This is an optimization exercise on Yosys and OpenROAD, whose aim is small area, not a production implementation. Only simulation tests tie the RTL to the original design; equivalence was not proved. Power is estimated from default activity; no workload was simulated.

## commandTimers
module commandTimers
(
    input  wire logic                         clk,
    input  wire logic                         arstN,
    input  wire logic                         ioInAck,
    output logic                              ioInReq,
    input  wire logic [3:0]                   minorOpcodeIn,
    input  wire logic [3:0]                   registerDestIn,
    input  wire logic [16-1:0] dataAddrIn,
    input  wire logic [16-1:0] dataIn,
    output logic      [8-1:0]      timerOutAck,
    input  wire logic [8-1:0]      timerOutReq,
    output logic [8*5-1:0]        resultOut
);
Settings: LEC_CHECK=0, CAP_MARGIN=20, CORE_MARGIN=2, CORE_UTILIZATION=70, CTS_BUF_LIST=sky130_fd_sc_hd__clkbuf_8, CTS_CLUSTER_DIAMETER=60, CTS_CLUSTER_SIZE=18, SLEW_MARGIN=20; clock period 7.0 ns.
standard.sh (not shown) runs the stock make flow with config.mk's settings and CLKGATE_MAP_FILE= SYNTH_SCRIPT=/design/flow/synth_recipe.tcl, a recipe that flattens the netlist after the stock synthesis.
==> flow/flow/run.sh <==
#!/bin/bash
# The standard layout with three changes:
#  - synthesis maps the logic with ABC's area-oriented mapper (amap) instead
#    of the delay-oriented script; registers, passes and naming are unchanged
#  - single-drive port buffers
#  - a clock tree of mid-size buffers without dummy loads
set -euo pipefail
work=$PWD

# A copy of ORFS's scripts that differs only in the ABC area script
rm -rf "$work/scripts"
cp -r "$FLOW_HOME/scripts" "$work/scripts"
printf 'strash\ndc2\ndch -f\namap\ntopo\nstime -c\ndnsize -c\n' > "$work/scripts/abc_area.script"

export BUFFER_PORTS_ARGS="-buffer_cell sky130_fd_sc_hd__buf_1"
export CTS_ARGS="-sink_clustering_enable -repair_clock_nets -buf_list {sky130_fd_sc_hd__clkbuf_4 sky130_fd_sc_hd__clkbuf_8} -sink_clustering_size 18 -sink_clustering_max_diameter 60 -dont_use_dummy_load"

bash standard.sh SCRIPTS_DIR="$work/scripts" ABC_AREA=1 synth > "$work/synth.log" 2>&1
bash standard.sh finish > "$work/layout.log" 2>&1
The first run ran to the end with no violations.
Edit:
--- a/flow/flow/run.sh
+++ b/flow/flow/run.sh
@@ -16 +16 @@
-export CTS_ARGS="-sink_clustering_enable -repair_clock_nets -buf_list {sky130_fd_sc_hd__clkbuf_4 sky130_fd_sc_hd__clkbuf_8} -sink_clustering_size 18 -sink_clustering_max_diameter 60 -dont_use_dummy_load"
+export CTS_ARGS="-sink_clustering_enable -repair_clock_nets -buf_list sky130_fd_sc_hd__clkbuf_8 -sink_clustering_size 18 -sink_clustering_max_diameter 60 -dont_use_dummy_load"
CORE_UTILIZATION = 80   (was 70)
Clock skew decreases by 0.0078 ns.
Routed wire length increases by roughly a tenth.
Global-route usage increases by 7.7 points.
Cell area decreases slightly.
Edit:
--- a/flow/flow/run.sh
+++ b/flow/flow/run.sh
@@ -16 +16 @@
-export CTS_ARGS="-sink_clustering_enable -repair_clock_nets -buf_list sky130_fd_sc_hd__clkbuf_8 -sink_clustering_size 18 -sink_clustering_max_diameter 60 -dont_use_dummy_load"
+export CTS_ARGS="-sink_clustering_enable -repair_clock_nets -buf_list sky130_fd_sc_hd__clkbuf_8 -sink_clustering_size 20 -sink_clustering_max_diameter 90 -dont_use_dummy_load"
CORE_UTILIZATION = 70   (was 80)
Result: Clock skew rose by 0.026 ns. Sequential power stays flat. Maximum frequency rose by 2.9%. Die area rose by about 14%. Count of clock-buffer cells in the layout fell by 2. Routed wire length fell by 13%.
Edit:
--- a/flow/flow/run.sh
+++ b/flow/flow/run.sh
@@ -16 +16 @@
-export CTS_ARGS="-sink_clustering_enable -repair_clock_nets -buf_list sky130_fd_sc_hd__clkbuf_8 -sink_clustering_size 20 -sink_clustering_max_diameter 90 -dont_use_dummy_load"
+export CTS_ARGS="-sink_clustering_enable -repair_clock_nets -buf_list sky130_fd_sc_hd__clkbuf_8 -sink_clustering_size 22 -sink_clustering_max_diameter 45 -dont_use_dummy_load"
Result: The changed run passed the timing, design-rule and antenna checks; via count increases slightly; critical path depth is higher by 1; maximum frequency went down slightly; worst setup slack loses 0.079 ns.

==> port drivers added, routing unchanged <==
The flow's constraints put no driver on any port. The routed layouts listed below were extracted and timed again, unchanged, in two steps. Step 1: set_driving_cell puts a clkbuf_16 on clk and a buf_2 on each other input, an assumption about the parent block. Step 2 moves the port delays by t, midway between the first and last clock arrival at a register: inputs arrive t later, outputs are due t later. That takes back most of the time a late clock gives input paths. Slacks: no drivers / after step 1 / after step 2; pairs: no drivers / after step 1.
| run | t, ns | setup WS [ns] | clock arrival spread, ns | worst slew at a driven data input, ns |
|---|---|---|---|---|
| the first run | 0.585 | 2.017 / 2.017 / 1.568 | 0.053 / 0.053 | 0.05 |
| the second run | 0.579 | 1.932 / 1.932 / 1.481 | 0.046 / 0.046 | 0.05 |
| the third run | 0.567 | 2.076 / 2.076 / 1.601 | 0.071 / 0.071 | 0.05 |
| the fourth run | 0.567 | 1.997 / 1.997 / 1.512 | 0.053 / 0.052 | 0.05 |
After both steps every run listed still meets setup and hold. The setup slack of the fourth run, which loses most, moves by 0.000 ns with the drivers and by -0.485 ns with both steps.
